What follows belongs to an exercise in optimizing a design on an open flow for small area, a short achievable clock period and few clock cycles per item; a production flow would make more cautious choices. Only simulation tests tie the RTL to the original design; equivalence was not proved.

==> inputs of wip/juniper <==
Design rsa_core, start of the top module:
module rsa_core (
    input  logic                   clk,
    input  logic                   reset,
    input  logic                   key_valid,
    output logic                   key_ready,
    input  logic [PRIME_WIDTH-1:0] p,
    input  logic [PRIME_WIDTH-1:0] q,
    output logic                   keys_ready,
    output logic [WORD_WIDTH-1:0]  modulus_out,
    output logic [WORD_WIDTH-1:0]  public_e,
    input  logic                   msg_valid,
    output logic                   msg_ready,
    input  logic [WORD_WIDTH-1:0]  msg,
    input  logic                   encrypt,
    output logic                   result_valid,
    input  logic                   result_ready,
    output logic [WORD_WIDTH-1:0]  result
);
    logic [WORD_WIDTH-1:0]  n_reg;     
    logic [E_WIDTH-1:0]     e_reg;
    logic [WORD_WIDTH-1:0]  d_reg;
    logic [MONT_WIDTH-1:0]  r2_reg;    
    logic                   loaded;
    logic [MONT_WIDTH-1:0]  a_reg;     
    logic [MONT_WIDTH-1:0]  x_reg;     
    logic [WORD_WIDTH-1:0]  m_reg;     
    logic [WORD_WIDTH-1:0]  res_reg;
    logic [1:0]             ex_state;
    logic [3:0]             bit_idx;   
    logic                   enc_reg;
    logic                   fix_pend;  
    logic                   res_valid;
    logic [1:0]             kg_state;
    logic [4:0]             kc;        
    logic [2:0]             cand;      
    logic                   e_chk;     
    logic                   e_found;
    logic [4:0]             k_acc;     
    logic [4:0]             k_val;
    logic                   k_found;
    logic [4:0]             d_step;
    logic                   d_done;
    logic signed [5:0]      d_g;       
    logic [3:0]             t_hist;    
    logic [1:0]             dred_s;    
    logic                   key_busy_q, keys_ready_q, msg_ready_q;   
    logic                   key_ready_q;
    logic                   sel_a_m, sel_a_c;                   
    logic                   sel_b_r2, sel_b_a, sel_b_x, sel_b_m;  
    logic                   sel_n_c;                            
    assign key_ready_q  = !key_busy_q;   
    assign key_ready    = key_ready_q;
    assign keys_ready   = keys_ready_q;
    assign msg_ready    = msg_ready_q;
  ...
==> flow/config.mk <==
export PLATFORM = sky130hd
export DESIGN_NAME = rsa_core
export DESIGN_NICKNAME = rsa_core
export VERILOG_FILES = /design/flow/design.v
export SDC_FILE = /design/flow/constraint.sdc
export NUM_CORES = 4
export LEC_CHECK = 0
export CAP_MARGIN = 20
export CORE_MARGIN = 2
export CORE_UTILIZATION = 40
export CTS_CLUSTER_SIZE = 30
export SLEW_MARGIN = 20
export SYNTH_HIERARCHICAL = 1
export SYNTH_MINIMUM_KEEP_SIZE = 0
==> flow/constraint.sdc <==
create_clock -name core_clock -period 110.0 [get_ports {clk}]
set_input_delay 22.0000 -clock core_clock [delete_from_list [all_inputs] [get_ports {clk}]]
set_output_delay 22.0000 -clock core_clock [all_outputs]
set_load 0.01 [all_outputs]
standard.sh (not shown) runs the stock make flow with config.mk's settings and CLKGATE_MAP_FILE= SYNTH_SCRIPT=/design/flow/synth_recipe.tcl, a recipe that flattens the netlist after the stock synthesis.
==> flow/flow/run.sh <==
#!/bin/bash
# The standard layout (the standard.sh, standard synthesis included), with
# a small plain buffer on every port and the timing repair steps asked to leave
# extra setup slack, so that they work on the paths that set the achieved
# period. Constraints are unchanged.
set -euo pipefail
bash standard.sh SETUP_SLACK_MARGIN=87 "BUFFER_PORTS_ARGS=-buffer_cell sky130_fd_sc_hd__buf_1" finish > standard.log 2>&1
==> inputs of wip/tundra, as changes to wip/juniper <==
--- a/flow/design.v
+++ b/flow/design.v
@@ -115,14 +115,17 @@
     logic [4:0]             k_val;
     logic                   k_found;
     logic [4:0]             d_step;
     logic                   d_done;
     logic signed [5:0]      d_g;       
     logic [3:0]             t_hist;    
     logic [1:0]             dred_s;    
+    logic                   dred3;     
+    logic                   div3_y;    
+    logic                   div3_c;    
     logic                   key_busy_q, keys_ready_q, msg_ready_q;   
     logic                   key_ready_q;
     logic                   sel_a_m, sel_a_c;                   
     logic                   sel_b_r2, sel_b_a, sel_b_x, sel_b_m;  
     logic                   sel_n_c;                            
     assign key_ready_q  = !key_busy_q;   
     assign key_ready    = key_ready_q;
@@ -320,14 +323,24 @@
             7'd96, 7'd98, 7'd99, 7'd105, 7'd111, 7'd113,
             7'd114, 7'd116, 7'd119, 7'd120, 7'd125:
                      odd_prime = 1'b1;
             default: odd_prime = 1'b0;
         endcase
     endfunction
     logic       kg_start;
+    logic       h_mod3_zero;
+    logic [2:0] h_even, h_odd;
+    assign h_even = {2'b0, prime_in[0]} + {2'b0, prime_in[2]} + {2'b0, prime_in[4]} + {2'b0, prime_in[6]};
+    assign h_odd  = {2'b0, prime_in[1]} + {2'b0, prime_in[3]} + {2'b0, prime_in[5]};
+    always_comb begin
+        case ({h_even, h_odd})
+            6'o00, 6'o11, 6'o22, 6'o33, 6'o30, 6'o03, 6'o41: h_mod3_zero = 1'b1;
+            default:                                         h_mod3_zero = 1'b0;
+        endcase
+    end
     logic [6:0] prime_in;
     logic       prime_out;
     assign prime_in  = (kg_state == KG_WAIT) ? r2_reg[7:1] : r2_reg[15:9];
     assign prime_out = odd_prime(prime_in);
     logic [8:0] n_sum;      
     logic [7:0] t_sum;      
     logic [4:0] k_next;
@@ -341,28 +354,33 @@
     assign n_sum   = {1'b0, n_reg[15:8]} + (r2_reg[0] ? {1'b0, r2_reg[15:8]} : 9'd0);
     assign t_sum   = {1'b0, x_reg[13:7]} + (r2_reg[1] ? {1'b0, r2_reg[15:9]} : 8'd0);
     assign k_sum   = {1'b0, k_acc} + {1'b0, a_reg[4:0]};
     assign k_diff  = k_sum - {1'b0, e_reg};
     assign k_next  = k_diff[5] ? k_sum[4:0] : k_diff[4:0];
     logic t_from_x;
     assign t_from_x = ({1'b0, d_step} + {4'b0, dred_s}) >= 6'd2;
-    assign x_win   = {t_hist, t_from_x ? x_reg[0] : 1'b0};
+    logic t_raw, t_div3;
+    assign t_raw   = t_from_x ? x_reg[0] : 1'b0;
+    assign t_div3  = t_raw ^ div3_y ^ div3_c;
+    assign x_win   = {t_hist, dred3 ? t_div3 : t_raw};
     always_comb begin
         x_val = (d_step == 5'd0) ? 3'd1 : 3'd0;
         for (int j = 0; j < 5; j++) begin
             x_val = x_val + ((k_val[j] && x_win[j]) ? 3'd1 : 3'd0);
         end
     end
     assign d_bit   = d_g[0] ^ x_val[0];
     assign g_sum   = {{2{d_g[5]}}, d_g} + (d_bit ? {3'b0, e_reg} : 8'd0) - {5'b0, x_val};
     always_ff @(posedge clk) begin
         if (key_fire) r2_reg <= {1'b0, p, q};
         if (kg_state == KG_WAIT) begin
             dred_s <= {1'b0, prime_out && (r2_reg[15:8] != r2_reg[7:0])};
+            dred3  <= h_mod3_zero;   
         end else if (kg_run && kc == 5'd0) begin
+            dred3 <= dred3 && h_mod3_zero && dred_s[0] && prime_out;   
             if (!(dred_s[0] && prime_out)) dred_s <= 2'd0;
             else if (!r2_reg[9] && !r2_reg[1]) dred_s <= 2'd2;   
             else dred_s <= 2'd1;
         end
         if (kg_start) begin
             n_reg   <= '0;
             x_reg   <= '0;
@@ -386,34 +404,48 @@
             end else if (e_chk) begin
                 e_chk <= 1'b0;
                 if (a_reg[4:0] == 5'd0 || a_reg[4:0] == cand_e) begin
                     cand <= cand + 3'd1;
                 end else begin
                     e_found <= 1'b1;
                     e_reg   <= cand_e;
-                    case (dred_s)
-                        2'd0:    k_acc <= 5'd1;
-                        2'd1:    k_acc <= 5'd2;
-                        default: k_acc <= (cand == 3'd0) ? 5'd1 : 5'd4;
+                    case ({dred3, dred_s})
+                        3'b0_00: k_acc <= 5'd1;
+                        3'b0_01: k_acc <= 5'd2;
+                        3'b0_10,
+                        3'b0_11: k_acc <= (cand == 3'd0) ? 5'd1 : 5'd4;
+                        3'b1_01: k_acc <= (cand == 3'd1) ? 5'd1 : 5'd6;
+                        default: begin
+                            case (cand)
+                                3'd1:    k_acc <= 5'd2;    
+                                3'd2:    k_acc <= 5'd5;    
+                                3'd3:    k_acc <= 5'd1;    
+                                default: k_acc <= 5'd12;   
+                            endcase
+                        end
                     endcase
                     k_val   <= 5'd0;
                     d_step  <= 5'd0;
                     d_g     <= '0;
                     t_hist  <= '0;
+                    div3_y  <= 1'b0;
+                    div3_c  <= 1'b0;
                 end
             end
             if (e_found && !k_found) begin
                 k_acc <= k_next;
                 k_val <= k_val + 5'd1;
                 if (k_next == 5'd0) k_found <= 1'b1;
             end
             if (k_found && !d_done) begin
                 d_reg  <= {d_bit, d_reg[15:1]};
                 d_g    <= g_sum[6:1];   
                 t_hist <= x_win[3:0];
+                div3_y <= t_div3;
+                div3_c <= (t_div3 & div3_y) | (t_div3 & div3_c) | (div3_y & div3_c);
                 if (t_from_x) x_reg <= x_reg >> 1;
                 d_step <= d_step + 5'd1;
                 if (d_step == 5'd15) d_done <= 1'b1;
             end
             if (res_op || kg_sqr) a_reg <= mm_r;
             if (kg_r2) r2_reg <= mm_r;
         end
Settings changed: CORE_UTILIZATION 40 to 55, CTS_CLUSTER_SIZE 30 to unset.
==> comparison <==
Against wip/juniper, the critical path depth of wip/tundra is higher by 1. Of wip/juniper and wip/tundra, wip/tundra has the higher global-route usage (gap 7.6 points). In wip/juniper the worst setup slack is better than in wip/tundra, by 23 ps. Of wip/tundra and wip/juniper, wip/tundra has the higher via count (gap about 0.8%, measured against wip/juniper). Of wip/tundra and wip/juniper, wip/tundra has the higher area after synthesis (gap 1.0%, measured against wip/juniper).
==> figures <==
Outcome: wip/juniper finished clean; wip/tundra finished clean
Final standard cell area without fillers: wip/juniper 0.0305 mm^2; wip/tundra 0.0306 mm^2
Simple-gate share of the synthesized area: wip/juniper 16.9%; wip/tundra 16.8%
Total of cells resized after clock tree synthesis: wip/juniper 54; wip/tundra 49
Portion of the clock cycle consumed by the worst path in the final layout: wip/juniper 21.0%; wip/tundra 21.0%
Final critical delay including setup and external delays: wip/juniper 23090 ps; wip/tundra 23110 ps
Flip-flop and latch count: wip/juniper 180; wip/tundra 183
Total number of nets in the final design: wip/juniper 3762; wip/tundra 3795
Aggregate routed wire length: wip/juniper 66700 um; wip/tundra 66600 um
FMAX: wip/juniper 43.3 MHz; wip/tundra 43.3 MHz
Testbench counts of wip/juniper, summed over its fixed seeds: cycles 12,694, items 1,024.
Testbench counts of wip/tundra, summed over its fixed seeds: cycles 12,475, items 1,024.

-- re-timing with driven ports --
How much do the figures lean on ideal ports? The routed layouts below were timed once more, with nothing changed but the port constraints.
Step 1, drivers: a clkbuf_16 drives clk and a buf_2 each remaining input, both assumed.
Step 2 adds t to the input delays and takes it off the output delays; t is the mean of the earliest and latest rising clock arrival at the registers after step 1. Input paths then give back, and output paths get back, about the clock's delay inside the block.
a / b / c = ideal ports / drivers / drivers and shift; a / b = the first two.
| run | t, ns | setup slack, ns | clock arrival spread, ns |
|---|---|---|---|
| wip/juniper | 0.508 | 86.908 / 86.861 / 86.603 | 0.013 / 0.013 |
| wip/tundra | 0.502 | 86.885 / 86.836 / 86.677 | 0.017 / 0.018 |
After both steps setup and hold are still met in every run listed. For wip/juniper, which loses most, drivers alone change the setup slack by -0.047 ns; drivers and shift together by -0.305 ns.
